This is an optimization exercise on Yosys and OpenROAD, whose aim is small area, a short achievable clock period and few clock cycles per item, not a production implementation.
In this exercise RTL edits were held to simulation tests only and were not proved equivalent to the original.

==> flow/design.v (outline; a module is shown in full before it is edited, if it fits) <==
// module ec_scalar_mul: 1113 lines
module ec_scalar_mul (
	input wire clk,
	input wire reset,
	input wire start,
	input wire [7:0] k,
	input wire [15:0] p_x,
	input wire [15:0] p_y,
	input wire p_inf,
	output reg busy,
	output reg done,
	output wire [15:0] r_x,
	output wire [15:0] r_y,
	output wire r_inf
);
  // ...
==> flow/run.sh <==
#!/bin/bash
# synth_recipe.tcl (not shown) runs the flow's synth.tcl, then flattens the netlist and writes it again
# the make line also repeats each setting of config.mk as NAME=value (left out here)
make -C /OpenROAD-flow-scripts/flow DESIGN_CONFIG=/design/flow/config.mk WORK_HOME=/design/flow/orfs CLKGATE_MAP_FILE= SYNTH_SCRIPT=/design/flow/synth_recipe.tcl finish
==> flow/config.mk <==
export PLATFORM = sky130hd
export DESIGN_NAME = ec_scalar_mul
export DESIGN_NICKNAME = ec_scalar_mul
export VERILOG_FILES = /design/flow/design.v
export SDC_FILE = /design/flow/constraint.sdc
export NUM_CORES = 4
export LEC_CHECK = 0
export CAP_MARGIN = 20
export CORE_MARGIN = 2
export CORE_UTILIZATION = 60
export SLEW_MARGIN = 20
==> flow/constraint.sdc <==
create_clock -name core_clock -period 7.0 [get_ports {clk}]
set_input_delay 1.4000 -clock core_clock [delete_from_list [all_inputs] [get_ports {clk}]]
set_output_delay 1.4000 -clock core_clock [all_outputs]
set_load 0.01 [all_outputs]
==> flow_metrics.py, run 1 <==
metrics = {
    "logic_synthesis": {
        "synthArstFlopShare_pct": 11.4,
        "synth_area_leaders": "fa_1 (19%), edfxtp_1 (17%), dfxtp_1 (5.7%)",
        "synth_compound_area_share_pct": 15.6,
        "syn-mean-instance-area_um2": 9.16,
    },
    "sta": {
        "hold_viol": 0,
        "setup_viol": 0,
        "slew_headroom_pct": 18.2,
    },
    "worst_setup_path": {
        "crit_top_cell": "fa_1",
        "crit_path_end": "m2f[24]",
        "r2r-end": "m2f[24]",
    },
    "clock_network": {
        "htree_levels": 1,
    },
    "detailed_routing": {
        "drtPass1Iterations": 8,
        "top_layer_used": "met4",
    },
    "global_route": {
        "grt_overflow": 0,
        "grt_first_pass_wirelength_mm": 154,
    },
    "layout": {
        "clk_share_pct": 3.01,
        "multiInputGateArea_mm2": 0.0197,
        "num-nonclk-inverters": 334,
        "seq_area_mm2": 0.00720,
        "multi_input_area_share_pct": 61.9,
    },
    "die": {
        "io_pins": 79,
    },
    "outcome": {
        "status": "timing/DRC/antenna clean",
    },
    "worst_hold_path": {
        "min_to": "cur_bit",
    },
}
Testbench counts, summed over its fixed seeds: cycles 25,864, items 192.
==> inputs of run 2 (changes only) <==
--- a/flow/design.v
+++ b/flow/design.v
@@ -25,126 +25,151 @@
 	reg dbl_add;  
 	reg hz, rz;  
 	reg rinf;
 	reg [15:0] X, Y, Z, PX, PY, T1, T2, T3, T4;
 	assign r_x = X;
 	assign r_y = Y;
 	assign r_inf = rinf;
 	reg c_m_en, r_m_en;
-	reg [2:0] c_m_a, r_m_a;
-	reg [2:0] c_m_b, r_m_b;
+	reg [6:0] c_m_a, r_m_a;
+	reg [5:0] c_m_b, r_m_b;
 	reg c_m_sh, r_m_sh;
 	reg [3:0] c_m_d, r_m_d;
 	reg c_a_en, r_a_en;
-	reg [2:0] c_a_a, r_a_a;
-	reg [1:0] c_a_b, r_a_b;
+	reg [4:0] c_a_a, r_a_a;
+	reg [3:0] c_a_b, r_a_b;
 	reg c_a_sub, r_a_sub;
 	reg c_a_dbl, r_a_dbl;
 	reg [3:0] c_a_d, r_a_d;
 	reg c_f_h, r_f_h;
 	reg c_f_r, r_f_r;
 	always @(*) begin
 		r_m_en = 1'd0;
-		r_m_a = 3'd0;
-		r_m_b = 3'd0;
+		r_m_a = 7'd0;
+		r_m_b = 6'd0;
 		r_m_sh = 1'd0;
 		r_m_d = 4'd0;
+		case (nupc)
+			7'd0: begin r_m_en = 1'b1; r_m_a = 7'd1; r_m_b = 6'd1; r_m_sh = 1'b0; r_m_d = 4'd4; end  
+			7'd1: begin r_m_en = 1'b1; r_m_a = 7'd2; r_m_b = 6'd2; r_m_sh = 1'b0; r_m_d = 4'd4; end  
+			7'd2: begin r_m_en = 1'b1; r_m_a = 7'd4; r_m_b = 6'd2; r_m_sh = 1'b1; r_m_d = 4'd5; end  
+			7'd3: begin r_m_en = 1'b1; r_m_a = 7'd8; r_m_b = 6'd4; r_m_sh = 1'b1; r_m_d = 4'd5; end  
+			7'd4: begin r_m_en = 1'b1; r_m_a = 7'd8; r_m_b = 6'd1; r_m_sh = 1'b1; r_m_d = 4'd3; end  
+			7'd5: begin r_m_en = 1'b1; r_m_a = 7'd2; r_m_b = 6'd8; r_m_sh = 1'b1; r_m_d = 4'd6; end  
+			7'd6: begin r_m_en = 1'b1; r_m_a = 7'd4; r_m_b = 6'd2; r_m_sh = 1'b0; r_m_d = 4'd5; end  
+			7'd7: begin r_m_en = 1'b1; r_m_a = 7'd16; r_m_b = 6'd8; r_m_sh = 1'b1; r_m_d = 4'd2; end  
+			7'd9: begin r_m_en = 1'b1; r_m_a = 7'd4; r_m_b = 6'd16; r_m_sh = 1'b0; r_m_d = 4'd7; end  
+			7'd12: begin r_m_en = 1'b1; r_m_a = 7'd1; r_m_b = 6'd1; r_m_sh = 1'b0; r_m_d = 4'd4; end  
+			7'd14: begin r_m_en = 1'b1; r_m_a = 7'd1; r_m_b = 6'd2; r_m_sh = 1'b0; r_m_d = 4'd4; end  
+			7'd15: begin r_m_en = 1'b1; r_m_a = 7'd32; r_m_b = 6'd2; r_m_sh = 1'b0; r_m_d = 4'd4; end  
+			7'd16: begin r_m_en = 1'b1; r_m_a = 7'd64; r_m_b = 6'd2; r_m_sh = 1'b0; r_m_d = 4'd4; end  
+			7'd18: begin r_m_en = 1'b1; r_m_a = 7'd16; r_m_b = 6'd8; r_m_sh = 1'b0; r_m_d = 4'd6; end  
+			7'd19: begin r_m_en = 1'b1; r_m_a = 7'd4; r_m_b = 6'd2; r_m_sh = 1'b0; r_m_d = 4'd7; end  
+			7'd20: begin r_m_en = 1'b1; r_m_a = 7'd16; r_m_b = 6'd32; r_m_sh = 1'b0; r_m_d = 4'd6; end  
+			7'd21: begin r_m_en = 1'b1; r_m_a = 7'd2; r_m_b = 6'd32; r_m_sh = 1'b0; r_m_d = 4'd6; end  
+			7'd22: begin r_m_en = 1'b1; r_m_a = 7'd8; r_m_b = 6'd32; r_m_sh = 1'b0; r_m_d = 4'd5; end  
+			7'd23: begin r_m_en = 1'b1; r_m_a = 7'd1; r_m_b = 6'd8; r_m_sh = 1'b0; r_m_d = 4'd3; end  
+			7'd25: begin r_m_en = 1'b1; r_m_a = 7'd4; r_m_b = 6'd32; r_m_sh = 1'b0; r_m_d = 4'd7; end  
+			7'd28: begin r_m_en = 1'b1; r_m_a = 7'd1; r_m_b = 6'd1; r_m_sh = 1'b0; r_m_d = 4'd4; end  
+			7'd30: begin r_m_en = 1'b1; r_m_a = 7'd4; r_m_b = 6'd2; r_m_sh = 1'b0; r_m_d = 4'd4; end  
+			7'd32: begin r_m_en = 1'b1; r_m_a = 7'd4; r_m_b = 6'd2; r_m_sh = 1'b0; r_m_d = 4'd4; end  
+			7'd33: begin r_m_en = 1'b1; r_m_a = 7'd1; r_m_b = 6'd2; r_m_sh = 1'b0; r_m_d = 4'd5; end  
+			7'd34: begin r_m_en = 1'b1; r_m_a = 7'd4; r_m_b = 6'd2; r_m_sh = 1'b0; r_m_d = 4'd4; end  
+			7'd35: begin r_m_en = 1'b1; r_m_a = 7'd16; r_m_b = 6'd2; r_m_sh = 1'b0; r_m_d = 4'd4; end  
+			7'd36: begin r_m_en = 1'b1; r_m_a = 7'd4; r_m_b = 6'd2; r_m_sh = 1'b0; r_m_d = 4'd5; end  
+			7'd38: begin r_m_en = 1'b1; r_m_a = 7'd16; r_m_b = 6'd8; r_m_sh = 1'b0; r_m_d = 4'd4; end  
+			7'd39: begin r_m_en = 1'b1; r_m_a = 7'd4; r_m_b = 6'd8; r_m_sh = 1'b0; r_m_d = 4'd5; end  
+			7'd40: begin r_m_en = 1'b1; r_m_a = 7'd4; r_m_b = 6'd2; r_m_sh = 1'b0; r_m_d = 4'd4; end  
+			7'd41: begin r_m_en = 1'b1; r_m_a = 7'd16; r_m_b = 6'd2; r_m_sh = 1'b0; r_m_d = 4'd5; end  
+			7'd42: begin r_m_en = 1'b1; r_m_a = 7'd4; r_m_b = 6'd2; r_m_sh = 1'b0; r_m_d = 4'd4; end  
+			7'd43: begin r_m_en = 1'b1; r_m_a = 7'd16; r_m_b = 6'd2; r_m_sh = 1'b0; r_m_d = 4'd5; end  
+			7'd44: begin r_m_en = 1'b1; r_m_a = 7'd4; r_m_b = 6'd2; r_m_sh = 1'b0; r_m_d = 4'd4; end  
+			7'd45: begin r_m_en = 1'b1; r_m_a = 7'd16; r_m_b = 6'd2; r_m_sh = 1'b0; r_m_d = 4'd5; end  
+			7'd46: begin r_m_en = 1'b1; r_m_a = 7'd4; r_m_b = 6'd2; r_m_sh = 1'b0; r_m_d = 4'd4; end  
+			7'd47: begin r_m_en = 1'b1; r_m_a = 7'd16; r_m_b = 6'd2; r_m_sh = 1'b0; r_m_d = 4'd5; end  
+			7'd48: begin r_m_en = 1'b1; r_m_a = 7'd4; r_m_b = 6'd2; r_m_sh = 1'b0; r_m_d = 4'd4; end  
+			7'd49: begin r_m_en = 1'b1; r_m_a = 7'd16; r_m_b = 6'd2; r_m_sh = 1'b0; r_m_d = 4'd5; end  
+			7'd50: begin r_m_en = 1'b1; r_m_a = 7'd4; r_m_b = 6'd2; r_m_sh = 1'b0; r_m_d = 4'd4; end  
+			7'd51: begin r_m_en = 1'b1; r_m_a = 7'd16; r_m_b = 6'd2; r_m_sh = 1'b0; r_m_d = 4'd5; end  
+			7'd52: begin r_m_en = 1'b1; r_m_a = 7'd4; r_m_b = 6'd2; r_m_sh = 1'b0; r_m_d = 4'd4; end  
+			7'd53: begin r_m_en = 1'b1; r_m_a = 7'd16; r_m_b = 6'd2; r_m_sh = 1'b0; r_m_d = 4'd5; end  
+			7'd54: begin r_m_en = 1'b1; r_m_a = 7'd4; r_m_b = 6'd2; r_m_sh = 1'b0; r_m_d = 4'd4; end  
+			7'd55: begin r_m_en = 1'b1; r_m_a = 7'd16; r_m_b = 6'd2; r_m_sh = 1'b0; r_m_d = 4'd5; end  
+			7'd56: begin r_m_en = 1'b1; r_m_a = 7'd4; r_m_b = 6'd2; r_m_sh = 1'b0; r_m_d = 4'd4; end  
+			7'd57: begin r_m_en = 1'b1; r_m_a = 7'd16; r_m_b = 6'd2; r_m_sh = 1'b0; r_m_d = 4'd5; end  
+			7'd59: begin r_m_en = 1'b1; r_m_a = 7'd16; r_m_b = 6'd2; r_m_sh = 1'b0; r_m_d = 4'd4; end  
+			7'd61: begin r_m_en = 1'b1; r_m_a = 7'd1; r_m_b = 6'd2; r_m_sh = 1'b0; r_m_d = 4'd4; end  
+			7'd62: begin r_m_en = 1'b1; r_m_a = 7'd8; r_m_b = 6'd2; r_m_sh = 1'b0; r_m_d = 4'd2; end  
+			7'd63: begin r_m_en = 1'b1; r_m_a = 7'd2; r_m_b = 6'd2; r_m_sh = 1'b0; r_m_d = 4'd1; end  
+			7'd65: begin r_m_en = 1'b1; r_m_a = 7'd1; r_m_b = 6'd1; r_m_sh = 1'b0; r_m_d = 4'd4; end  
+			7'd66: begin r_m_en = 1'b1; r_m_a = 7'd4; r_m_b = 6'd16; r_m_sh = 1'b0; r_m_d = 4'd7; end  
+			7'd67: begin r_m_en = 1'b1; r_m_a = 7'd4; r_m_b = 6'd2; r_m_sh = 1'b1; r_m_d = 4'd5; end  
+			7'd68: begin r_m_en = 1'b1; r_m_a = 7'd2; r_m_b = 6'd2; r_m_sh = 1'b0; r_m_d = 4'd4; end  
+			7'd69: begin r_m_en = 1'b1; r_m_a = 7'd1; r_m_b = 6'd1; r_m_sh = 1'b0; r_m_d = 4'd4; end  
+			7'd70: begin r_m_en = 1'b1; r_m_a = 7'd4; r_m_b = 6'd16; r_m_sh = 1'b0; r_m_d = 4'd7; end  
+			7'd71: begin r_m_en = 1'b1; r_m_a = 7'd1; r_m_b = 6'd2; r_m_sh = 1'b0; r_m_d = 4'd4; end  
+			7'd72: begin r_m_en = 1'b1; r_m_a = 7'd32; r_m_b = 6'd2; r_m_sh = 1'b0; r_m_d = 4'd4; end  
+			7'd73: begin r_m_en = 1'b1; r_m_a = 7'd1; r_m_b = 6'd1; r_m_sh = 1'b0; r_m_d = 4'd4; end  
+			7'd74: begin r_m_en = 1'b1; r_m_a = 7'd4; r_m_b = 6'd16; r_m_sh = 1'b0; r_m_d = 4'd7; end  
+			7'd75: begin r_m_en = 1'b1; r_m_a = 7'd4; r_m_b = 6'd2; r_m_sh = 1'b0; r_m_d = 4'd4; end  
+			7'd77: begin r_m_en = 1'b1; r_m_a = 7'd1; r_m_b = 6'd1; r_m_sh = 1'b0; r_m_d = 4'd4; end  
+			7'd78: begin r_m_en = 1'b1; r_m_a = 7'd2; r_m_b = 6'd2; r_m_sh = 1'b0; r_m_d = 4'd4; end  
+			7'd79: begin r_m_en = 1'b1; r_m_a = 7'd1; r_m_b = 6'd1; r_m_sh = 1'b0; r_m_d = 4'd4; end  
+			default: ;
+		endcase
+	end
+	always @(*) begin
 		r_a_en = 1'd0;
-		r_a_a = 3'd0;
-		r_a_b = 2'd0;
+		r_a_a = 5'd0;
+		r_a_b = 4'd0;
 		r_a_sub = 1'd0;
 		r_a_dbl = 1'd0;
 		r_a_d = 4'd0;
 		r_f_h = 1'd0;
 		r_f_r = 1'd0;
 		case (nupc)
-			7'd0: begin r_m_en = 1'b1; r_m_a = 3'd0; r_m_b = 3'd0; r_m_sh = 1'b0; r_m_d = 4'd4; r_a_en = 1'b1; r_a_a = 3'd0; r_a_b = 2'd0; r_a_sub = 1'b0; r_a_dbl = 1'b1; r_a_d = 4'd4; end  
-			7'd1: begin r_m_en = 1'b1; r_m_a = 3'd1; r_m_b = 3'd1; r_m_sh = 1'b0; r_m_d = 4'd4; end  
-			7'd2: begin r_m_en = 1'b1; r_m_a = 3'd2; r_m_b = 3'd1; r_m_sh = 1'b1; r_m_d = 4'd5; end  
-			7'd3: begin r_m_en = 1'b1; r_m_a = 3'd3; r_m_b = 3'd2; r_m_sh = 1'b1; r_m_d = 4'd5; end  
-			7'd4: begin r_m_en = 1'b1; r_m_a = 3'd3; r_m_b = 3'd0; r_m_sh = 1'b1; r_m_d = 4'd3; r_a_en = 1'b1; r_a_a = 3'd1; r_a_b = 2'd1; r_a_sub = 1'b0; r_a_dbl = 1'b0; r_a_d = 4'd4; end  
-			7'd5: begin r_m_en = 1'b1; r_m_a = 3'd1; r_m_b = 3'd3; r_m_sh = 1'b1; r_m_d = 4'd6; end  
-			7'd6: begin r_m_en = 1'b1; r_m_a = 3'd2; r_m_b = 3'd1; r_m_sh = 1'b0; r_m_d = 4'd5; end  
-			7'd7: begin r_m_en = 1'b1; r_m_a = 3'd4; r_m_b = 3'd3; r_m_sh = 1'b1; r_m_d = 4'd2; r_a_en = 1'b1; r_a_a = 3'd2; r_a_b = 2'd2; r_a_sub = 1'b0; r_a_dbl = 1'b1; r_a_d = 4'd7; end  
-			7'd8: begin r_a_en = 1'b1; r_a_a = 3'd3; r_a_b = 2'd1; r_a_sub = 1'b1; r_a_dbl = 1'b0; r_a_d = 4'd7; end  
-			7'd9: begin r_m_en = 1'b1; r_m_a = 3'd2; r_m_b = 3'd4; r_m_sh = 1'b0; r_m_d = 4'd7; r_a_en = 1'b1; r_a_a = 3'd4; r_a_b = 2'd2; r_a_sub = 1'b1; r_a_dbl = 1'b1; r_a_d = 4'd1; end  
-			7'd11: begin r_a_en = 1'b1; r_a_a = 3'd3; r_a_b = 2'd3; r_a_sub = 1'b1; r_a_dbl = 1'b0; r_a_d = 4'd2; end  
-			7'd12: begin r_m_en = 1'b1; r_m_a = 3'd0; r_m_b = 3'd0; r_m_sh = 1'b0; r_m_d = 4'd4; end  
-			7'd14: begin r_m_en = 1'b1; r_m_a = 3'd0; r_m_b = 3'd1; r_m_sh = 1'b0; r_m_d = 4'd4; end  
-			7'd15: begin r_m_en = 1'b1; r_m_a = 3'd5; r_m_b = 3'd1; r_m_sh = 1'b0; r_m_d = 4'd4; end  
-			7'd16: begin r_m_en = 1'b1; r_m_a = 3'd6; r_m_b = 3'd1; r_m_sh = 1'b0; r_m_d = 4'd4; end  
-			7'd17: begin r_a_en = 1'b1; r_a_a = 3'd1; r_a_b = 2'd0; r_a_sub = 1'b1; r_a_dbl = 1'b0; r_a_d = 4'd5; r_f_h = 1'b1; end  
-			7'd18: begin r_m_en = 1'b1; r_m_a = 3'd4; r_m_b = 3'd3; r_m_sh = 1'b0; r_m_d = 4'd6; r_a_en = 1'b1; r_a_a = 3'd1; r_a_b = 2'd3; r_a_sub = 1'b1; r_a_dbl = 1'b0; r_a_d = 4'd4; r_f_r = 1'b1; end  
-			7'd19: begin r_m_en = 1'b1; r_m_a = 3'd2; r_m_b = 3'd1; r_m_sh = 1'b0; r_m_d = 4'd7; end  
-			7'd20: begin r_m_en = 1'b1; r_m_a = 3'd4; r_m_b = 3'd5; r_m_sh = 1'b0; r_m_d = 4'd6; end  
-			7'd21: begin r_m_en = 1'b1; r_m_a = 3'd1; r_m_b = 3'd5; r_m_sh = 1'b0; r_m_d = 4'd6; end  
-			7'd22: begin r_m_en = 1'b1; r_m_a = 3'd3; r_m_b = 3'd5; r_m_sh = 1'b0; r_m_d = 4'd5; r_a_en = 1'b1; r_a_a = 3'd3; r_a_b = 2'd2; r_a_sub = 1'b1; r_a_dbl = 1'b0; r_a_d = 4'd7; end  
-			7'd23: begin r_m_en = 1'b1; r_m_a = 3'd0; r_m_b = 3'd3; r_m_sh = 1'b0; r_m_d = 4'd3; r_a_en = 1'b1; r_a_a = 3'd3; r_a_b = 2'd2; r_a_sub = 1'b1; r_a_dbl = 1'b1; r_a_d = 4'd1; end  
-			7'd24: begin r_a_en = 1'b1; r_a_a = 3'd2; r_a_b = 2'd0; r_a_sub = 1'b1; r_a_dbl = 1'b0; r_a_d = 4'd6; end  
-			7'd25: begin r_m_en = 1'b1; r_m_a = 3'd2; r_m_b = 3'd5; r_m_sh = 1'b0; r_m_d = 4'd7; end  
-			7'd27: begin r_a_en = 1'b1; r_a_a = 3'd3; r_a_b = 2'd1; r_a_sub = 1'b1; r_a_dbl = 1'b0; r_a_d = 4'd2; end  
-			7'd28: begin r_m_en = 1'b1; r_m_a = 3'd0; r_m_b = 3'd0; r_m_sh = 1'b0; r_m_d = 4'd4; end  
-			7'd30: begin r_m_en = 1'b1; r_m_a = 3'd2; r_m_b = 3'd1; r_m_sh = 1'b0; r_m_d = 4'd4; end  
-			7'd32: begin r_m_en = 1'b1; r_m_a = 3'd2; r_m_b = 3'd1; r_m_sh = 1'b0; r_m_d = 4'd4; end  
-			7'd33: begin r_m_en = 1'b1; r_m_a = 3'd0; r_m_b = 3'd1; r_m_sh = 1'b0; r_m_d = 4'd5; end  
-			7'd34: begin r_m_en = 1'b1; r_m_a = 3'd2; r_m_b = 3'd1; r_m_sh = 1'b0; r_m_d = 4'd4; end  
-			7'd35: begin r_m_en = 1'b1; r_m_a = 3'd4; r_m_b = 3'd1; r_m_sh = 1'b0; r_m_d = 4'd4; end  
-			7'd36: begin r_m_en = 1'b1; r_m_a = 3'd2; r_m_b = 3'd1; r_m_sh = 1'b0; r_m_d = 4'd5; end  
-			7'd38: begin r_m_en = 1'b1; r_m_a = 3'd4; r_m_b = 3'd3; r_m_sh = 1'b0; r_m_d = 4'd4; end  
-			7'd39: begin r_m_en = 1'b1; r_m_a = 3'd2; r_m_b = 3'd3; r_m_sh = 1'b0; r_m_d = 4'd5; end  
-			7'd40: begin r_m_en = 1'b1; r_m_a = 3'd2; r_m_b = 3'd1; r_m_sh = 1'b0; r_m_d = 4'd4; end  
-			7'd41: begin r_m_en = 1'b1; r_m_a = 3'd4; r_m_b = 3'd1; r_m_sh = 1'b0; r_m_d = 4'd5; end  
-			7'd42: begin r_m_en = 1'b1; r_m_a = 3'd2; r_m_b = 3'd1; r_m_sh = 1'b0; r_m_d = 4'd4; end  
-			7'd43: begin r_m_en = 1'b1; r_m_a = 3'd4; r_m_b = 3'd1; r_m_sh = 1'b0; r_m_d = 4'd5; end  
-			7'd44: begin r_m_en = 1'b1; r_m_a = 3'd2; r_m_b = 3'd1; r_m_sh = 1'b0; r_m_d = 4'd4; end  
-			7'd45: begin r_m_en = 1'b1; r_m_a = 3'd4; r_m_b = 3'd1; r_m_sh = 1'b0; r_m_d = 4'd5; end  
-			7'd46: begin r_m_en = 1'b1; r_m_a = 3'd2; r_m_b = 3'd1; r_m_sh = 1'b0; r_m_d = 4'd4; end  
-			7'd47: begin r_m_en = 1'b1; r_m_a = 3'd4; r_m_b = 3'd1; r_m_sh = 1'b0; r_m_d = 4'd5; end  
-			7'd48: begin r_m_en = 1'b1; r_m_a = 3'd2; r_m_b = 3'd1; r_m_sh = 1'b0; r_m_d = 4'd4; end  
-			7'd49: begin r_m_en = 1'b1; r_m_a = 3'd4; r_m_b = 3'd1; r_m_sh = 1'b0; r_m_d = 4'd5; end  
-			7'd50: begin r_m_en = 1'b1; r_m_a = 3'd2; r_m_b = 3'd1; r_m_sh = 1'b0; r_m_d = 4'd4; end  
-			7'd51: begin r_m_en = 1'b1; r_m_a = 3'd4; r_m_b = 3'd1; r_m_sh = 1'b0; r_m_d = 4'd5; end  
-			7'd52: begin r_m_en = 1'b1; r_m_a = 3'd2; r_m_b = 3'd1; r_m_sh = 1'b0; r_m_d = 4'd4; end  
-			7'd53: begin r_m_en = 1'b1; r_m_a = 3'd4; r_m_b = 3'd1; r_m_sh = 1'b0; r_m_d = 4'd5; end  
-			7'd54: begin r_m_en = 1'b1; r_m_a = 3'd2; r_m_b = 3'd1; r_m_sh = 1'b0; r_m_d = 4'd4; end  
-			7'd55: begin r_m_en = 1'b1; r_m_a = 3'd4; r_m_b = 3'd1; r_m_sh = 1'b0; r_m_d = 4'd5; end  
-			7'd56: begin r_m_en = 1'b1; r_m_a = 3'd2; r_m_b = 3'd1; r_m_sh = 1'b0; r_m_d = 4'd4; end  
-			7'd57: begin r_m_en = 1'b1; r_m_a = 3'd4; r_m_b = 3'd1; r_m_sh = 1'b0; r_m_d = 4'd5; end  
-			7'd59: begin r_m_en = 1'b1; r_m_a = 3'd4; r_m_b = 3'd1; r_m_sh = 1'b0; r_m_d = 4'd4; end  
-			7'd61: begin r_m_en = 1'b1; r_m_a = 3'd0; r_m_b = 3'd1; r_m_sh = 1'b0; r_m_d = 4'd4; end  
-			7'd62: begin r_m_en = 1'b1; r_m_a = 3'd3; r_m_b = 3'd1; r_m_sh = 1'b0; r_m_d = 4'd2; end  
-			7'd63: begin r_m_en = 1'b1; r_m_a = 3'd1; r_m_b = 3'd1; r_m_sh = 1'b0; r_m_d = 4'd1; end  
-			7'd65: begin r_m_en = 1'b1; r_m_a = 3'd0; r_m_b = 3'd0; r_m_sh = 1'b0; r_m_d = 4'd4; r_a_en = 1'b1; r_a_a = 3'd0; r_a_b = 2'd0; r_a_sub = 1'b0; r_a_dbl = 1'b1; r_a_d = 4'd4; end  
-			7'd66: begin r_m_en = 1'b1; r_m_a = 3'd1; r_m_b = 3'd1; r_m_sh = 1'b0; r_m_d = 4'd4; r_a_en = 1'b1; r_a_a = 3'd3; r_a_b = 2'd3; r_a_sub = 1'b1; r_a_dbl = 1'b0; r_a_d = 4'd2; end  
-			7'd67: begin r_m_en = 1'b1; r_m_a = 3'd0; r_m_b = 3'd0; r_m_sh = 1'b0; r_m_d = 4'd4; r_a_en = 1'b1; r_a_a = 3'd3; r_a_b = 2'd1; r_a_sub = 1'b1; r_a_dbl = 1'b0; r_a_d = 4'd7; end  
-			7'd68: begin r_m_en = 1'b1; r_m_a = 3'd2; r_m_b = 3'd4; r_m_sh = 1'b0; r_m_d = 4'd7; r_a_en = 1'b1; r_a_a = 3'd4; r_a_b = 2'd2; r_a_sub = 1'b1; r_a_dbl = 1'b1; r_a_d = 4'd1; end  
-			7'd69: begin r_m_en = 1'b1; r_m_a = 3'd0; r_m_b = 3'd1; r_m_sh = 1'b0; r_m_d = 4'd4; end  
-			7'd70: begin r_m_en = 1'b1; r_m_a = 3'd5; r_m_b = 3'd1; r_m_sh = 1'b0; r_m_d = 4'd4; r_a_en = 1'b1; r_a_a = 3'd3; r_a_b = 2'd3; r_a_sub = 1'b1; r_a_dbl = 1'b0; r_a_d = 4'd2; end  
-			7'd71: begin r_m_en = 1'b1; r_m_a = 3'd0; r_m_b = 3'd0; r_m_sh = 1'b0; r_m_d = 4'd4; r_a_en = 1'b1; r_a_a = 3'd3; r_a_b = 2'd1; r_a_sub = 1'b1; r_a_dbl = 1'b0; r_a_d = 4'd7; end  
-			7'd72: begin r_m_en = 1'b1; r_m_a = 3'd2; r_m_b = 3'd4; r_m_sh = 1'b0; r_m_d = 4'd7; r_a_en = 1'b1; r_a_a = 3'd4; r_a_b = 2'd2; r_a_sub = 1'b1; r_a_dbl = 1'b1; r_a_d = 4'd1; end  
-			7'd73: begin r_m_en = 1'b1; r_m_a = 3'd2; r_m_b = 3'd1; r_m_sh = 1'b0; r_m_d = 4'd4; end  
-			7'd74: begin r_a_en = 1'b1; r_a_a = 3'd3; r_a_b = 2'd3; r_a_sub = 1'b1; r_a_dbl = 1'b0; r_a_d = 4'd2; end  
-			7'd75: begin r_m_en = 1'b1; r_m_a = 3'd0; r_m_b = 3'd0; r_m_sh = 1'b0; r_m_d = 4'd4; r_a_en = 1'b1; r_a_a = 3'd0; r_a_b = 2'd0; r_a_sub = 1'b0; r_a_dbl = 1'b1; r_a_d = 4'd4; end  
-			7'd76: begin r_m_en = 1'b1; r_m_a = 3'd1; r_m_b = 3'd1; r_m_sh = 1'b0; r_m_d = 4'd4; r_a_en = 1'b1; r_a_a = 3'd3; r_a_b = 2'd1; r_a_sub = 1'b1; r_a_dbl = 1'b0; r_a_d = 4'd2; end  
-			7'd77: begin r_m_en = 1'b1; r_m_a = 3'd0; r_m_b = 3'd0; r_m_sh = 1'b0; r_m_d = 4'd4; end  
-			7'd78: begin r_a_en = 1'b1; r_a_a = 3'd3; r_a_b = 2'd1; r_a_sub = 1'b1; r_a_dbl = 1'b0; r_a_d = 4'd2; end  
+			7'd0: begin r_a_en = 1'b1; r_a_a = 5'd1; r_a_b = 4'd1; r_a_sub = 1'b0; r_a_dbl = 1'b1; r_a_d = 4'd4; end  
+			7'd4: begin r_a_en = 1'b1; r_a_a = 5'd2; r_a_b = 4'd2; r_a_sub = 1'b0; r_a_dbl = 1'b0; r_a_d = 4'd4; end  
+			7'd7: begin r_a_en = 1'b1; r_a_a = 5'd4; r_a_b = 4'd4; r_a_sub = 1'b0; r_a_dbl = 1'b1; r_a_d = 4'd7; end  
+			7'd8: begin r_a_en = 1'b1; r_a_a = 5'd8; r_a_b = 4'd2; r_a_sub = 1'b1; r_a_dbl = 1'b0; r_a_d = 4'd7; end  
+			7'd9: begin r_a_en = 1'b1; r_a_a = 5'd16; r_a_b = 4'd4; r_a_sub = 1'b1; r_a_dbl = 1'b1; r_a_d = 4'd1; end  
+			7'd11: begin r_a_en = 1'b1; r_a_a = 5'd8; r_a_b = 4'd8; r_a_sub = 1'b1; r_a_dbl = 1'b0; r_a_d = 4'd2; end  
+			7'd17: begin r_a_en = 1'b1; r_a_a = 5'd2; r_a_b = 4'd1; r_a_sub = 1'b1; r_a_dbl = 1'b0; r_a_d = 4'd5; r_f_h = 1'b1; end  
+			7'd18: begin r_a_en = 1'b1; r_a_a = 5'd2; r_a_b = 4'd8; r_a_sub = 1'b1; r_a_dbl = 1'b0; r_a_d = 4'd4; r_f_r = 1'b1; end  
+			7'd22: begin r_a_en = 1'b1; r_a_a = 5'd8; r_a_b = 4'd4; r_a_sub = 1'b1; r_a_dbl = 1'b0; r_a_d = 4'd7; end  
+			7'd23: begin r_a_en = 1'b1; r_a_a = 5'd8; r_a_b = 4'd4; r_a_sub = 1'b1; r_a_dbl = 1'b1; r_a_d = 4'd1; end  
+			7'd24: begin r_a_en = 1'b1; r_a_a = 5'd4; r_a_b = 4'd1; r_a_sub = 1'b1; r_a_dbl = 1'b0; r_a_d = 4'd6; end  
+			7'd27: begin r_a_en = 1'b1; r_a_a = 5'd8; r_a_b = 4'd2; r_a_sub = 1'b1; r_a_dbl = 1'b0; r_a_d = 4'd2; end  
+			7'd65: begin r_a_en = 1'b1; r_a_a = 5'd8; r_a_b = 4'd2; r_a_sub = 1'b1; r_a_dbl = 1'b0; r_a_d = 4'd7; end  
+			7'd66: begin r_a_en = 1'b1; r_a_a = 5'd16; r_a_b = 4'd4; r_a_sub = 1'b1; r_a_dbl = 1'b1; r_a_d = 4'd1; end  
+			7'd67: begin r_a_en = 1'b1; r_a_a = 5'd1; r_a_b = 4'd1; r_a_sub = 1'b0; r_a_dbl = 1'b1; r_a_d = 4'd4; end  
+			7'd68: begin r_a_en = 1'b1; r_a_a = 5'd8; r_a_b = 4'd8; r_a_sub = 1'b1; r_a_dbl = 1'b0; r_a_d = 4'd2; end  
+			7'd69: begin r_a_en = 1'b1; r_a_a = 5'd8; r_a_b = 4'd2; r_a_sub = 1'b1; r_a_dbl = 1'b0; r_a_d = 4'd7; end  
+			7'd70: begin r_a_en = 1'b1; r_a_a = 5'd16; r_a_b = 4'd4; r_a_sub = 1'b1; r_a_dbl = 1'b1; r_a_d = 4'd1; end  
+			7'd72: begin r_a_en = 1'b1; r_a_a = 5'd8; r_a_b = 4'd8; r_a_sub = 1'b1; r_a_dbl = 1'b0; r_a_d = 4'd2; end  
+			7'd73: begin r_a_en = 1'b1; r_a_a = 5'd8; r_a_b = 4'd2; r_a_sub = 1'b1; r_a_dbl = 1'b0; r_a_d = 4'd7; end  
+			7'd74: begin r_a_en = 1'b1; r_a_a = 5'd16; r_a_b = 4'd4; r_a_sub = 1'b1; r_a_dbl = 1'b1; r_a_d = 4'd1; end  
+			7'd76: begin r_a_en = 1'b1; r_a_a = 5'd8; r_a_b = 4'd8; r_a_sub = 1'b1; r_a_dbl = 1'b0; r_a_d = 4'd2; end  
+			7'd77: begin r_a_en = 1'b1; r_a_a = 5'd1; r_a_b = 4'd1; r_a_sub = 1'b0; r_a_dbl = 1'b1; r_a_d = 4'd4; end  
+			7'd78: begin r_a_en = 1'b1; r_a_a = 5'd8; r_a_b = 4'd2; r_a_sub = 1'b1; r_a_dbl = 1'b0; r_a_d = 4'd2; end  
+			7'd80: begin r_a_en = 1'b1; r_a_a = 5'd8; r_a_b = 4'd2; r_a_sub = 1'b1; r_a_dbl = 1'b0; r_a_d = 4'd2; end  
 			default: ;
 		endcase
 	end
 	always @(posedge clk or posedge reset) begin
 		if (reset) begin
 			c_m_en <= 1'd0;
-			c_m_a <= 3'd0;
-			c_m_b <= 3'd0;
+			c_m_a <= 7'd0;
+			c_m_b <= 6'd0;
 			c_m_sh <= 1'd0;
 			c_m_d <= 4'd0;
 			c_a_en <= 1'd0;
-			c_a_a <= 3'd0;
-			c_a_b <= 2'd0;
+			c_a_a <= 5'd0;
+			c_a_b <= 4'd0;
 			c_a_sub <= 1'd0;
 			c_a_dbl <= 1'd0;
 			c_a_d <= 4'd0;
 			c_f_h <= 1'd0;
 			c_f_r <= 1'd0;
 		end else if (nst == ST_RUN) begin
 			c_m_en <= r_m_en;
 			c_m_a <= r_m_a;
@@ -156,72 +181,52 @@
 			c_a_b <= r_a_b;
 			c_a_sub <= r_a_sub;
 			c_a_dbl <= r_a_dbl;
 			c_a_d <= r_a_d;
 			c_f_h <= r_f_h;
 			c_f_r <= r_f_r;
 		end else begin
 			c_m_en <= 1'd0;
-			c_m_a <= 3'd0;
-			c_m_b <= 3'd0;
+			c_m_a <= 7'd0;
+			c_m_b <= 6'd0;
 			c_m_sh <= 1'd0;
 			c_m_d <= 4'd0;
 			c_a_en <= 1'd0;
-			c_a_a <= 3'd0;
-			c_a_b <= 2'd0;
+			c_a_a <= 5'd0;
+			c_a_b <= 4'd0;
 			c_a_sub <= 1'd0;
 			c_a_dbl <= 1'd0;
 			c_a_d <= 4'd0;
 			c_f_h <= 1'd0;
 			c_f_r <= 1'd0;
 		end
 	end
-	reg [15:0] opa;
-	always @(*) begin
-		case (c_m_a)
-			3'd0: opa = Z;
-			3'd1: opa = X;
-			3'd2: opa = T1;
-			3'd3: opa = Y;
-			3'd4: opa = T2;
-			3'd5: opa = PX;
-			default: opa = PY;
-		endcase
-	end
-	reg [15:0] opb;
-	always @(*) begin
-		case (c_m_b)
-			3'd0: opb = Z;
-			3'd1: opb = T1;
-			3'd2: opb = Y;
-			3'd3: opb = T2;
-			3'd4: opb = T4;
-			default: opb = T3;
-		endcase
-	end
-	reg [15:0] ada;
-	always @(*) begin
-		case (c_a_a)
-			3'd0: ada = X;
-			3'd1: ada = T1;
-			3'd2: ada = T3;
-			3'd3: ada = T4;
-			default: ada = T2;
-		endcase
-	end
-	reg [15:0] adb;
-	always @(*) begin
-		case (c_a_b)
-			2'd0: adb = X;
-			2'd1: adb = T2;
-			2'd2: adb = T3;
-			default: adb = Y;
-		endcase
-	end
+	wire [15:0] opa = ({16{c_m_a[0]}} & Z)
+		| ({16{c_m_a[1]}} & X)
+		| ({16{c_m_a[2]}} & T1)
+		| ({16{c_m_a[3]}} & Y)
+		| ({16{c_m_a[4]}} & T2)
+		| ({16{c_m_a[5]}} & PX)
+		| ({16{c_m_a[6]}} & PY);
+	wire [15:0] opb = ({16{c_m_b[0]}} & Z)
+		| ({16{c_m_b[1]}} & T1)
+		| ({16{c_m_b[2]}} & Y)
+		| ({16{c_m_b[3]}} & T2)
+		| ({16{c_m_b[4]}} & T4)
+		| ({16{c_m_b[5]}} & T3);
+	wire [15:0] ada = ({16{c_a_a[0]}} & X)
+		| ({16{c_a_a[1]}} & T1)
+		| ({16{c_a_a[2]}} & T3)
+		| ({16{c_a_a[3]}} & T4)
+		| ({16{c_a_a[4]}} & T2);
+	wire [15:0] adb = ({16{c_a_b[0]}} & X)
+		| ({16{c_a_b[1]}} & T2)
+		| ({16{c_a_b[2]}} & T3)
+		| ({16{c_a_b[3]}} & Y);
 	wire [255:0] pp;
 	genvar gi, gj;
 	generate
 		for (gi = 0; gi < 16; gi = gi + 1) begin : g_pp
 			for (gj = 0; gj < 16; gj = gj + 1) begin : g_ppj
 				assign pp[gi*16+gj] = opb[gi] & opa[gj];
 			end
 		end
@@ -1043,26 +1048,26 @@
 			end
 			ST_LOADP: begin
 				nst = ST_RUN;
 				if (ldk == LP_DBL) nupc = 7'd0;
 				else if (more) begin nupc = 7'd0; consume = 1'b1; end
 				else nupc = 7'd28;
 			end
 			default: begin
-				if (upc == 7'd9 && succ_d == 2'd0) begin nupc = 7'd65; consume = 1'b1; end
-				else if (upc == 7'd7 && succ_d == 2'd1) begin nupc = 7'd67; end
-				else if (upc == 7'd7 && succ_d == 2'd2) begin nupc = 7'd71; end
-				else if (upc == 7'd25 && succ_a == 2'd0) begin nupc = 7'd75; consume = 1'b1; end
-				else if (upc == 7'd25 && succ_a == 2'd2) begin nupc = 7'd77; end
-				else if (upc == 7'd66) nupc = 7'd2;
-				else if (upc == 7'd70) nupc = 7'd16;
-				else if (upc == 7'd74) nupc = 7'd32;
-				else if (upc == 7'd76) nupc = 7'd2;
-				else if (upc == 7'd78) nupc = 7'd30;
+				if (upc == 7'd7 && succ_d == 2'd0) begin nupc = 7'd65; consume = 1'b1; end
+				else if (upc == 7'd7 && succ_d == 2'd1) begin nupc = 7'd69; end
+				else if (upc == 7'd7 && succ_d == 2'd2) begin nupc = 7'd73; end
+				else if (upc == 7'd25 && succ_a == 2'd0) begin nupc = 7'd77; consume = 1'b1; end
+				else if (upc == 7'd25 && succ_a == 2'd2) begin nupc = 7'd79; end
+				else if (upc == 7'd68) nupc = 7'd3;
+				else if (upc == 7'd72) nupc = 7'd16;
+				else if (upc == 7'd76) nupc = 7'd32;
+				else if (upc == 7'd78) nupc = 7'd2;
+				else if (upc == 7'd80) nupc = 7'd30;
 				else if (upc == 7'd19 && (zz || hz)) begin
 					exc = 1'b1;
 					nst = ST_LOADP;
 					exc_k = zz ? LP_NEXT : (rz ? LP_DBL : LP_INF);
 				end
 				else if (upc == 7'd64) begin
 					fin_done = 1'b1;
 					nst = ST_IDLE;
==> flow/config.mk (replaced) <==
export PLATFORM = sky130hd
export DESIGN_NAME = ec_scalar_mul
export DESIGN_NICKNAME = ec_scalar_mul
export VERILOG_FILES = /design/flow/design.v
export SDC_FILE = /design/flow/constraint.sdc
export NUM_CORES = 4
export LEC_CHECK = 0
export CAP_MARGIN = 20
export CORE_MARGIN = 2
export CORE_UTILIZATION = 40
export SLEW_MARGIN = 20
==> run 2 against run 1 <==
Net effect:
- worst hold slack got worse by 0.0047 ns
- flip-flop and latch count grew 11
- fmax up 4.5%
- sequential share of layout area grew 0.54 points
- highest routed layer unchanged
- die area increased by 47%
==> flow_metrics.py, run 2 <==
metrics = {
    "die": {
        "io_pins": 79,
        "rows": 97,
        "die_w_um": 270,
        "core_area_mm2": 0.0700,
        "start_util_pct": 40.4,
        "die_area_mm2": 0.0729,
        "die_y_um": 270,
    },
    "logic_synthesis": {
        "yosysSeqAreaShare_pct": 26.4,
        "synth_nets": 3620,
        "synth_cells": 3192,
        "synth_area_leaders": "fa_1 (19%), edfxtp_1 (17%), dfxtp_1 (5.8%)",
        "synth_most_common_cell": "nor2_1",
        "yosysTopAreaCellShare_pct": 18.9,
        "synth_top_flop_cell": "edfxtp_1",
        "ys_ff_latch": 283,
        "synth_top_area_cell": "fa_1",
        "synthesis.area_mm2": 0.0283,
        "synth_common_cells": "nor2_1 (325), inv_1 (324), nand2_1 (286)",
        "yosys_warnings": 1,
        "synthArstFlopShare_pct": 14.8,
        "synth-edff-count": 159,
        "ys_types": 101,
        "syn-mean-instance-area_um2": 8.87,
    },
    "worst_setup_path": {
        "r2r-end": "Y[11]",
        "worst-r2r-cell-count": 21,
        "worst-endpoint-required_ns": 7.25,
        "cp-startpoint": "m2f[16]",
        "critPathArrivalTime_ns": 6.84,
        "crit_fanout": 7,
        "r2r_slack_ns": 0.41,
        "end_kind": "flop",
        "crit_path_start_kind": "flop",
        "rr_startpoint": "m2f[16]",
        "criticalPathCategory": "flop to flop",
    },
    "sta": {
        "setup_viol": 0,
        "period_minus_slack_ns": 6.59,
        "hold_viol": 0,
        "clock.fmax_mhz": 152,
        "hold_ws_ns": 0.427,
        "tightest_slew_ns": 1.14,
        "setup_ws_ns": 0.409,
        "slew_headroom_pct": 24.3,
        "period_share_pct": 94.2,
        "report.final.slew_viol_count": 0,
        "skew_ns": 0.0354,
        "tns_ns": 0,
        "rsz0062_at_grt": "no",
    },
    "placement": {
        "dpl_cell_area_mm2": 0.0310,
        "io_buffer_count": 78,
        "dpl.hpwl_mm": 83.2,
        "dp_cells": 4198,
        "pre_cts_slack_ns": 0.438,
        "gp_congestion": 1.01,
    },
    "layout": {
        "stdcell_count": 4268,
        "final_util_pct": 46.0,
        "nets": 3727,
        "fillers": 6827,
        "area_growth_pct": 13.7,
        "finalInstanceArea_mm2": 0.0322,
        "layout_common_cells": "inv_1 (322), nor2_1 (321), nand2_1 (286), fa_1 (268), buf_4 (173)",
        "largest_reg_flops": 73,
        "drive_gt1_share_pct": 10.1,
        "regMostFlops": "m2f",
        "layout_commonest_cell": "inv_1",
    },
    "detailed_routing": {
        "drtIter0Drc": 3903,
        "finalWirelength_mm": 108,
        "avgViaCountPerCell": 6.09,
        "drc": 0,
        "drtPass1Iterations": 10,
        "antenna_left": 0,
        "wl_per_cell_um": 25.3,
        "vias": 26000,
    },
    "global_route": {
        "grt_first_pass_wirelength_mm": 161,
        "antenna_found_initial": 1,
        "grt_start_max_net_pins": 66,
        "track_usage_pct": 29.2,
        "grt_pass1_vias": 25259,
        "grt_overflow": 0,
    },
    "clock_network": {
        "path_clk_slew_ns": 0.06,
        "cts_buffers": 36,
        "ctsLongestPathBuffers": 3,
        "cts_tree": "built",
        "htree_levels": 2,
        "cts.sinks": 283,
        "clock-root-buffer": "clkbuf_16",
        "clk_latency_ns": 0.57,
    },
    "worst_hold_path": {
        "min-delay-start": "kreg[6]",
        "min_to": "cur_bit",
        "whs_path_depth": 0,
        "hold_path_class": "flop to flop",
    },
    "job": {
        "maxCapViolCount": 0,
    },
    "outcome": {
        "status": "timing/DRC/antenna clean",
    },
}
[run 2: per-layer routing]
metal | part of all wire [%] | routed length [µm] | vias to the layer above | track usage, %
li1 | - | - | 11452 | -
met1 | 41 | 44000 | 12537 | 40.5
met2 | 43 | 46600 | 1697 | 44.2
met3 | 12 | 12600 | 314 | 6.82
met4 | 4.5 | 4840 | 0 | 11.0
met5 | 0 | 0 | - | 0
[run 2: layout make-up]
type	count	area, µm²	area share [%]
antenna	2	5.00	0.0155
clock buffer	43	978	3.04
clock inverter	22	223	0.691
inverter	329	1230	3.83
multi-input combinational	2395	19000	58.9
sequential	283	7470	23.2
tap	940	1180	3.65
timing repair buffer	254	2140	6.64
[run 2: worst max-delay path by stage]
| stage | end | slack [ns] |
|---|---|---|
| after floorplan | X[15] | 0.30 |
| after global placement | Y[11] | 0.46 |
| after detailed placement | X[7] | 0.44 |
| after CTS | X[7] | 0.36 |
| after global routing | Z[9] | 0.01 |
| final | Y[11] | 0.41 |
[run 2: what timing repair did]
| item | in CTS | in global routing |
|---|---|---|
| resized for setup | 0 | 6 |
| hold endpoints to repair | 0 | 0 |
| hold buffers | 0 | 0 |
| setup endpoints to repair | 0 | 37 |
| buffers inserted | 0 | 3 |
[run 2: kinds of logic after synthesis]
| kind of cell | synth area share [%] |
|---|---|
| AND/OR/NAND/NOR | 16.5 |
| AO/OA/AOI/OAI | 19.4 |
| buffers and inverters | 6.90 |
| adder cells (fa/ha/maj) | 24.1 |
| flip-flops | 26.4 |
| XOR/XNOR | 3.90 |
| multiplexers | 2.85 |
[run 2: worst max-delay path, stage by stage, from the launching register on]
cell	delay, ns
dfxtp_1	0.32
fa_1	0.52
inv_1	0.05
fa_1	0.49
inv_1	0.05
fa_1	0.48
inv_1	0.04
ha_1	0.27
inv_1	0.07
fa_1	0.42
ha_1	0.41
o21ai_0	0.14
a21oi_1	0.30
o32a_2	0.28
a41o_1	0.26
xor2_1	0.55
nor2_1	0.18
a21o_1	0.31
a31oi_1	0.19
nand3_1	0.12
xnor2_1	0.64
a22oi_1	0.19
Testbench counts of run 2, summed over its fixed seeds: cycles 25,395, items 192.
==> inputs of run 3 (changes only) <==
--- a/flow/config.mk
+++ b/flow/config.mk
@@ -6,4 +6,5 @@
 export NUM_CORES = 4
 export LEC_CHECK = 0
+export ABC_AREA = 1
 export CAP_MARGIN = 20
 export CORE_MARGIN = 2
==> run 3 against run 2 <==
Net effect:
- critical path type unchanged
- largest cell class unchanged
- sequential share of layout area shrank 0.69 points
- still clean on timing, DRC and antenna
- area after synthesis rose by 6.0%
==> flow_metrics.py, run 3 <==
metrics = {
    "logic_synthesis": {
        "ys_types": 67,
        "yosysSeqAreaShare_pct": 24.9,
        "synth_most_common_cell": "nand2_1",
        "ys_ff_latch": 283,
        "synth_area_leaders": "nand2_1 (18%), fa_1 (18%), edfxtp_1 (16%)",
        "synthesis.area_mm2": 0.0300,
        "synth_top_area_cell": "nand2_1",
        "synthArstFlopShare_pct": 14.8,
        "synth-edff-count": 159,
        "synth_common_cells": "nand2_1 (1436), inv_1 (763), fa_1 (268)",
        "yosysTopAreaCellShare_pct": 18.0,
        "synth_nets": 4597,
        "synth_top_flop_cell": "edfxtp_1",
        "synth_cells": 4169,
        "yosys_warnings": 1,
        "syn-mean-instance-area_um2": 7.20,
    },
    "sta": {
        "hold_viol": 0,
        "report.final.slew_viol_count": 0,
        "setup_viol": 0,
        "slew_headroom_pct": 21.5,
        "period_minus_slack_ns": 6.49,
        "skew_ns": 0.0213,
        "period_share_pct": 92.7,
        "setup_ws_ns": 0.509,
        "rsz0062_at_grt": "no",
        "tightest_slew_ns": 1.17,
        "clock.fmax_mhz": 154,
        "tns_ns": 0,
    },
    "detailed_routing": {
        "finalWirelength_mm": 115,
        "avgViaCountPerCell": 5.44,
        "drtPass1Iterations": 7,
        "wl_per_cell_um": 21.9,
        "top_layer_used": "met5",
        "antenna_left": 0,
        "wl_met3_mm": 11.0,
        "wl_met2_mm": 51.4,
        "wl_met1_mm": 47.3,
        "vias": 28434,
        "drtIter0Drc": 3134,
        "drc": 0,
    },
    "die": {
        "rows": 100,
        "io_pins": 79,
        "die_area_mm2": 0.0772,
        "die_y_um": 278,
        "start_util_pct": 40.4,
        "core_area_mm2": 0.0743,
        "die_w_um": 278,
    },
    "layout": {
        "nets": 4659,
        "final_util_pct": 44.7,
        "area_growth_pct": 10.6,
        "layout_commonest_cell": "nand2_1",
        "layout_common_cells": "nand2_1 (1435), inv_1 (761), fa_1 (268), nand3_1 (236), nor2_1 (205)",
        "regMostFlops": "m2f",
        "drive_gt1_share_pct": 5.80,
        "largest_reg_flops": 73,
        "multiInputGateArea_mm2": 0.0191,
        "stdcell_count": 5230,
        "fillers": 7638,
        "seq_area_mm2": 0.00747,
    },
    "global_route": {
        "grt_start_max_net_pins": 77,
        "track_usage_pct": 29.5,
        "grt_overflow": 0,
        "grt_first_pass_wirelength_mm": 172,
        "antenna_found_initial": 4,
        "grt_pass1_vias": 27466,
    },
    "worst_setup_path": {
        "crit_fanout": 15,
        "worst-endpoint-required_ns": 7.46,
        "criticalPathCategory": "flop to flop",
        "crit_path_start_kind": "flop",
        "end_kind": "flop",
        "critPathArrivalTime_ns": 6.95,
    },
    "clock_network": {
        "clk_latency_ns": 0.56,
        "path_clk_slew_ns": 0.07,
        "cts_buffers": 35,
        "ctsLongestPathBuffers": 3,
        "cts_tree": "built",
        "cts.sinks": 283,
        "htree_levels": 2,
        "clock-root-buffer": "clkbuf_16",
        "cts.hold.buffers_added": 0,
    },
    "placement": {
        "dpl.hpwl_mm": 90.2,
        "dp_cells": 5163,
        "gp_congestion": 1.01,
        "io_buffer_count": 78,
        "pre_cts_slack_ns": 0.646,
    },
    "outcome": {
        "status": "timing/DRC/antenna clean",
    },
    "job": {
        "maxCapViolCount": 0,
    },
    "worst_hold_path": {
        "hold_path_class": "flop to flop",
    },
}
==> run 3: path summary, 6_finish.rpt <==
check                          from       to  slack [ns]  depth (start not counted)
min in group asynchronous     reset     done        1.31                          3
max in group asynchronous     reset   c_m_sh        5.23                          3
hold / removal             c_m_d[2]   m2d[2]        0.44                          2
setup / recovery           c_m_b[0]  m2f[28]        0.51                         20
setup reg to reg           c_m_b[0]  m2f[28]        0.51                         20
hold reg to reg            c_m_d[2]   m2d[2]        0.44                          2
==> run 3: cell type report <==
cell class | instances | area share (%)
Multi-Input combinational cell | 2977 | 57.5
Inverter | 782 | 8.84
Sequential cell | 283 | 22.5
Tap cell | 969 | 3.65
Clock buffer | 47 | 3.05
Clock inverter | 17 | 0.366
Timing Repair Buffer | 152 | 4.03
Antenna cell | 3 | 0.0226
==> run 3: metrics by stage <==
step	hold WS, ns	area, µm²
floorplan	0.400	30000
global placement	0.417	32000
detailed placement	0.430	32000
CTS	0.442	33200
global route	0.460	33200
finish	0.439	33200
==> run 3: logic make-up (layout without fill, tap and decap cells) <==
family | count (synthesis) | in the layout | share of synthesized area, %
multiplexers | 8 | 8 | 0.267
other | 0 | 3 | 0
XOR/XNOR | 103 | 103 | 3.09
flip-flops | 283 | 283 | 24.9
adder cells (fa/ha/maj) | 384 | 384 | 22.7
buffers and inverters | 909 | 998 | 11.7
AND/OR/NAND/NOR | 2048 | 2048 | 28.4
AO/OA/AOI/OAI | 434 | 434 | 9.00
==> run 3: timing repair <==
item	4_1_cts	5_1_grt
buffers inserted	0	0
endpoints found under the hold margin	0	0
resized for setup	0	1
setup endpoints to repair	0	8
==> run 3: layer usage <==
layer	vias up	track usage (%)
met2	1427	46.3
met5	-	0
met1	13584	40.1
met3	270	5.66
met4	2	11.5
li1	13151	-
==> run 3: worst max-delay path, stage by stage (launching register included) <==
cell and delay [ns]:
dfrtp_1 0.59, inv_1 0.41, o22ai_1 0.16, a221oi_1 0.31, nand3_1 0.31, buf_4 0.31
nand2_1 0.12, fa_1 0.44, fa_1 0.55, inv_1 0.05, fa_1 0.52, inv_1 0.05
fa_1 0.53, inv_1 0.06, fa_1 0.43, fa_1 0.59, inv_1 0.07, nand2_1 0.06
o21ai_0 0.17, fa_1 0.59, inv_1 0.04
==> inputs of run 4 (changes only) <==
--- a/flow/config.mk
+++ b/flow/config.mk
@@ -6,7 +6,7 @@
 export NUM_CORES = 4
 export LEC_CHECK = 0
-export ABC_AREA = 1
 export CAP_MARGIN = 20
 export CORE_MARGIN = 2
 export CORE_UTILIZATION = 40
+export SETUP_SLACK_MARGIN = 0.3
 export SLEW_MARGIN = 20
==> run 4 against run 3 <==
Net effect:
- clock skew rose by 0.018 ns
- critical path type unchanged
- routed wire length fell by 4.8%
- still clean
- cell count fell by 18%
==> flow_metrics.py, run 4 <==
metrics = {
    "outcome": {
        "status": "timing/DRC/antenna clean",
    },
    "worst_setup_path": {
        "critPathArrivalTime_ns": 7.08,
        "r2r-end": "m2f[16]",
        "criticalPathCategory": "flop to flop",
        "end_kind": "flop",
        "rr_startpoint": "c_m_b[2]",
        "worst-r2r-cell-count": 16,
        "crit_fanout": 11,
        "crit_path_start_kind": "flop",
        "worst-endpoint-required_ns": 7.52,
        "r2r_slack_ns": 0.43,
    },
    "logic_synthesis": {
        "synthArstFlopShare_pct": 14.8,
        "syn-mean-instance-area_um2": 8.87,
        "synth_nets": 3620,
        "yosysSeqAreaShare_pct": 26.4,
        "synthesis.area_mm2": 0.0283,
        "synth-edff-count": 159,
        "synth_cells": 3192,
        "ys_types": 101,
        "synth_most_common_cell": "nor2_1",
        "synth_top_area_cell": "fa_1",
        "yosys_warnings": 1,
        "synth_top_flop_cell": "edfxtp_1",
        "synth_common_cells": "nor2_1 (325), inv_1 (324), nand2_1 (286)",
        "ys_ff_latch": 283,
        "synth_area_leaders": "fa_1 (19%), edfxtp_1 (17%), dfxtp_1 (5.8%)",
        "yosysTopAreaCellShare_pct": 18.9,
    },
    "layout": {
        "regMostFlops": "m2f",
        "finalInstanceArea_mm2": 0.0325,
        "final_util_pct": 46.4,
        "fillers": 6807,
        "area_growth_pct": 14.8,
        "seq_area_mm2": 0.00747,
        "nets": 3740,
        "drive_gt1_share_pct": 11.4,
        "largest_reg_flops": 73,
        "layout_common_cells": "nor2_1 (322), inv_1 (322), nand2_1 (285), fa_1 (268), buf_4 (186)",
        "multiInputGateArea_mm2": 0.0191,
    },
    "detailed_routing": {
        "vias": 26264,
        "drc": 0,
        "wl_per_cell_um": 25.5,
        "finalWirelength_mm": 109,
        "avgViaCountPerCell": 6.13,
        "antenna_left": 0,
        "drtPass1Iterations": 10,
        "drtIter0Drc": 3945,
    },
    "global_route": {
        "use_met1_pct": 39.9,
        "grt_pass1_vias": 25682,
        "grt_use_met2_pct": 44.6,
        "antenna_found_initial": 2,
        "grt_first_pass_wirelength_mm": 163,
        "grt_busiest_layer": "met2",
        "grt_start_max_net_pins": 66,
        "track_usage_pct": 29.5,
        "globalRouteMet3Util_pct": 7.75,
        "grt_overflow": 0,
    },
    "die": {
        "start_util_pct": 40.4,
        "io_pins": 79,
        "rows": 97,
        "core_area_mm2": 0.0700,
        "die_y_um": 270,
        "die_area_mm2": 0.0729,
        "die_w_um": 270,
    },
    "clock_network": {
        "clk_latency_ns": 0.60,
        "clock-root-buffer": "clkbuf_16",
        "cts_tree": "built",
        "path_clk_slew_ns": 0.06,
        "cts.hold.buffers_added": 0,
        "cts.sinks": 283,
        "ctsLongestPathBuffers": 3,
        "htree_levels": 2,
        "cts_buffers": 38,
    },
    "worst_hold_path": {
        "min_to": "cur_bit",
        "min-delay-start": "kreg[6]",
        "whs_path_depth": 0,
        "hold_path_class": "flop to flop",
    },
    "placement": {
        "dpl.hpwl_mm": 83.2,
        "io_buffer_count": 78,
        "pre_cts_slack_ns": 0.222,
        "dpl_cell_area_mm2": 0.0310,
        "gp_congestion": 0.967,
    },
    "sta": {
        "period_share_pct": 93.8,
        "report.final.slew_viol_count": 0,
        "slew_headroom_pct": 22.7,
        "hold_viol": 0,
        "tns_ns": 0,
        "period_minus_slack_ns": 6.57,
        "skew_ns": 0.0397,
        "rsz0062_at_grt": "yes",
        "setup_viol": 0,
        "tightest_slew_ns": 1.15,
        "setup_ws_ns": 0.435,
        "clock.fmax_mhz": 152,
    },
    "job": {
        "maxCapViolCount": 0,
    },
}
[run 4: changes by cell type after synthesis, moves of 82 or more]
cell | previous run | this run
nand2_1 | 1436 | 286
inv_1 | 763 | 324
a22oi_1 | 2 | 141
nand3_1 | 236 | 114
nor2_1 | 207 | 325
xnor2_1 | 14 | 96
[run 4: worst max path at each step]
stage          startpoint  endpoint  slack, ns
6_report         c_m_b[2]   m2f[16]       0.43
3_3_place_gp      m2f[16]      Z[5]       0.23
2_1_floorplan     c_a_sub     X[15]       0.41
4_1_cts           m2f[16]      Y[7]       0.24
5_1_grt          c_a_b[2]     X[14]       0.26
3_5_place_dp      m2f[16]      Z[5]       0.22
[run 4: layout make-up]
cell class	count	area share [%]
Multi-Input combinational cell	2395	58.8
Sequential cell	283	23.0
Timing Repair Buffer	265	6.76
Inverter	329	3.80
Tap cell	940	3.62
Clock buffer	51	3.29
Clock inverter	19	0.716
Antenna cell	1	0.00770
[run 4: worst max-delay path, cell delays in order, from the launching register on]
cell and delay, ns:
dfrtp_1 0.68, a22oi_1 0.37, and3_1 0.69, nor2_1 0.15, fa_1 0.56, inv_1 0.06
fa_1 0.53, inv_1 0.05, fa_1 0.52, inv_1 0.05, fa_1 0.53, inv_1 0.07
fa_1 0.53, fa_1 0.61, mux2i_1 0.48, fa_1 0.51, inv_1 0.07
[run 4: logic make-up (layout without fill, tap and decap cells)]
family	after synthesis	in the layout	synth area share, %
flip-flops	283	283	26.4
multiplexers	77	77	2.85
AO/OA/AOI/OAI	798	798	19.4
AND/OR/NAND/NOR	1010	1010	16.5
adder cells (fa/ha/maj)	384	384	24.1
XOR/XNOR	126	126	3.90
other	0	1	0
buffers and inverters	514	664	6.90
[run 4: per-stage QoR]
| step | hold slack [ns] | instances |
|---|---|---|
| 2_1_floorplan | 0.400 | 3192 |
| 3_3_place_gp | 0.406 | 4203 |
| 3_5_place_dp | 0.414 | 4203 |
| 4_1_cts | 0.428 | 4273 |
| 5_1_grt | 0.436 | 4282 |
| 6_report | 0.423 | 4283 |
[run 4: per-layer routing]
layer / vias to the layer above / part of all wire, %
li1: 11491 / -
met1: 12602 / 40
met3: 357 / 12
met2: 1814 / 43
met5: - / 0
met4: 0 / 5.0
[run 4: what timing repair did]
action,4_1_cts,5_1_grt
gates resized for setup,2,42
pin swaps,0,5
buffers inserted,0,9
endpoints found under the setup margin,12,112
==> inputs of run 5 (changes only) <==
--- a/flow/config.mk
+++ b/flow/config.mk
@@ -9,4 +9,4 @@
 export CORE_MARGIN = 2
 export CORE_UTILIZATION = 40
-export SETUP_SLACK_MARGIN = 0.3
+export SETUP_SLACK_MARGIN = 0.6
 export SLEW_MARGIN = 20
==> run 5 against run 4 <==
Net effect:
- still clean
- cell count barely moved
==> flow_metrics.py, run 5 <==
metrics = {
    "die": {
        "start_util_pct": 40.4,
        "core_area_mm2": 0.0700,
        "rows": 97,
        "die_w_um": 270,
        "die_area_mm2": 0.0729,
        "io_pins": 79,
        "die_y_um": 270,
    },
    "layout": {
        "finalInstanceArea_mm2": 0.0331,
        "largest_reg_flops": 73,
        "final_util_pct": 47.2,
        "layout_common_cells": "inv_1 (322), nor2_1 (318), nand2_1 (283), fa_1 (267), buf_4 (183)",
        "layout_commonest_cell": "inv_1",
        "drive_gt1_share_pct": 13.4,
        "area_growth_pct": 16.8,
        "regMostFlops": "m2f",
        "stdcell_count": 4286,
        "nets": 3744,
    },
    "sta": {
        "skew_ns": 0.0337,
        "setup_viol": 0,
        "rsz0062_at_grt": "no",
        "hold_ws_ns": 0.420,
        "tightest_slew_ns": 1.20,
        "clock.fmax_mhz": 158,
        "period_share_pct": 90.5,
        "setup_ws_ns": 0.662,
        "slew_headroom_pct": 19.7,
        "tns_ns": 0,
        "report.final.slew_viol_count": 0,
        "period_minus_slack_ns": 6.34,
        "hold_viol": 0,
    },
    "detailed_routing": {
        "wl_per_cell_um": 25.7,
        "avgViaCountPerCell": 6.14,
        "drc": 0,
        "drtIter0Drc": 3984,
        "drtPass1Iterations": 10,
        "antenna_left": 0,
        "vias": 26295,
        "finalWirelength_mm": 110,
    },
    "clock_network": {
        "clk_latency_ns": 0.59,
        "path_clk_slew_ns": 0.06,
        "cts_buffers": 37,
        "cts.sinks": 283,
        "cts.hold.buffers_added": 0,
        "clock-root-buffer": "clkbuf_16",
        "htree_levels": 2,
        "ctsLongestPathBuffers": 3,
        "cts_tree": "built",
    },
    "logic_synthesis": {
        "yosys_warnings": 1,
        "yosysTopAreaCellShare_pct": 18.9,
        "synth_top_area_cell": "fa_1",
        "synth_cells": 3192,
        "synth-edff-count": 159,
        "synth_top_flop_cell": "edfxtp_1",
        "synth_common_cells": "nor2_1 (325), inv_1 (324), nand2_1 (286)",
        "synth_nets": 3620,
        "syn-mean-instance-area_um2": 8.87,
        "yosysSeqAreaShare_pct": 26.4,
        "ys_types": 101,
        "synthArstFlopShare_pct": 14.8,
        "synth_area_leaders": "fa_1 (19%), edfxtp_1 (17%), dfxtp_1 (5.8%)",
        "ys_ff_latch": 283,
        "synth_most_common_cell": "nor2_1",
        "synthesis.area_mm2": 0.0283,
    },
    "global_route": {
        "grt_pass1_vias": 25499,
        "grt_overflow": 0,
        "grt_first_pass_wirelength_mm": 164,
        "track_usage_pct": 29.8,
        "grt_start_max_net_pins": 66,
        "antenna_found_initial": 4,
    },
    "placement": {
        "dp_cells": 4190,
        "io_buffer_count": 78,
        "dpl.hpwl_mm": 84.0,
        "pre_cts_slack_ns": 0.150,
        "dpl_cell_area_mm2": 0.0309,
        "gp_congestion": 1.01,
    },
    "worst_hold_path": {
        "min-delay-start": "kreg[6]",
        "hold_path_class": "flop to flop",
        "min_to": "cur_bit",
        "whs_path_depth": 0,
    },
    "job": {
        "maxCapViolCount": 0,
    },
    "worst_setup_path": {
        "crit_fanout": 13,
        "r2r-end": "m2f[28]",
        "rr_startpoint": "c_m_b[2]",
        "worst-endpoint-required_ns": 7.46,
        "end_kind": "flop",
        "crit_path_start_kind": "flop",
        "r2r_slack_ns": 0.66,
        "worst-r2r-cell-count": 15,
        "criticalPathCategory": "flop to flop",
        "critPathArrivalTime_ns": 6.79,
    },
    "outcome": {
        "status": "timing/DRC/antenna clean",
    },
}
run 5: worst max-delay path by stage:
stage / start / to / slack, ns / cells after the start
final: c_m_b[2] / m2f[28] / 0.66 / 15
after global routing: c_a_b[3] / X[13] / 0.56 / 25
after CTS: X[0] / X[9] / 0.60 / 28
after detailed placement: m2f[16] / Y[5] / 0.15 / 22
after global placement: m2f[16] / Z[5] / 0.27 / 22
after floorplan: c_a_sub / X[15] / 0.62 / 27
run 5: worst max-delay path, cell delays in order, from the launching register on:
cell and delay [ns]:
dfrtp_1 0.97, a22oi_1 0.27, nand3_1 0.31, buf_4 0.25
nand2_1 0.09, fa_1 0.52, fa_1 0.53, fa_1 0.52
fa_1 0.58, inv_1 0.07, fa_1 0.51, fa_1 0.68
mux2i_1 0.11, buf_4 0.19, fa_1 0.55, inv_1 0.07
run 5: final cells by class:
class / count / area [µm²]
clock buffers: 49 / 1030
multi-input cells: 2396 / 19600
diodes: 1 / 2.50
clock inverters: 19 / 285
repair buffers: 269 / 2270
well taps: 940 / 1180
inverters: 329 / 1240
fillers: 6777 / 36900
flip-flops and latches: 283 / 7480
run 5: logic make-up (layout without fill, tap and decap cells):
family	Yosys count	count (layout)	synth area share, %
other	0	1	0
and+or+nand+nor	1010	1011	16.5
AOI/OAI and AO/OA	798	798	19.4
muxes	77	77	2.85
xor gates and xnor gates	126	126	3.90
DFF	283	283	26.4
buffers and inverters	514	666	6.90
adders and majority gates	384	384	24.1
run 5: timing repair:
item | CTS | global route
pin swaps | 7 | 43
cloned | 0 | 1
endpoints found under the setup margin | 108 | 122
gates resized for setup | 25 | 116
setup buffers | 7 | 19
run 5: per-layer routing:
metal  up-vias  global-route usage, %  share of wire [%]
met2      1678                   44.2                 43
met4         4                   11.3                4.3
met5         -                      0              0.026
met1     12819                   41.0                 40
li1      11484                      -                  -
met3       310                   8.43                 12

## what the ideal ports hide
How much do the figures lean on ideal ports? The routed layouts below were timed once more, with nothing changed but the port constraints. Step 1 sets driving cells, clkbuf_16 on the clock port and buf_2 on the other inputs (assumed; they add their load-dependent delay and slew). Step 2 times the ports against the registers' clock, not the clock port: input delays grow and output delays shrink by t, the midpoint of the rising clock arrivals with the driver on. Slacks: ideal / step 1 / step 2; pairs: ideal / step 1.
run | shift t [ns] | setup WS [ns] | worst data-port slew with drivers (ns)
run 1 | 0.643 | 0.112 / 0.112 / 0.112 | 0.10
run 2 | 0.621 | 0.409 / 0.409 / 0.409 | 0.05
run 3 | 0.609 | 0.509 / 0.509 / 0.509 | 0.11
run 4 | 0.647 | 0.435 / 0.435 / 0.435 | 0.06
run 5 | 0.637 | 0.662 / 0.662 / 0.662 | 0.06
After both steps setup and hold are still met in every run listed.
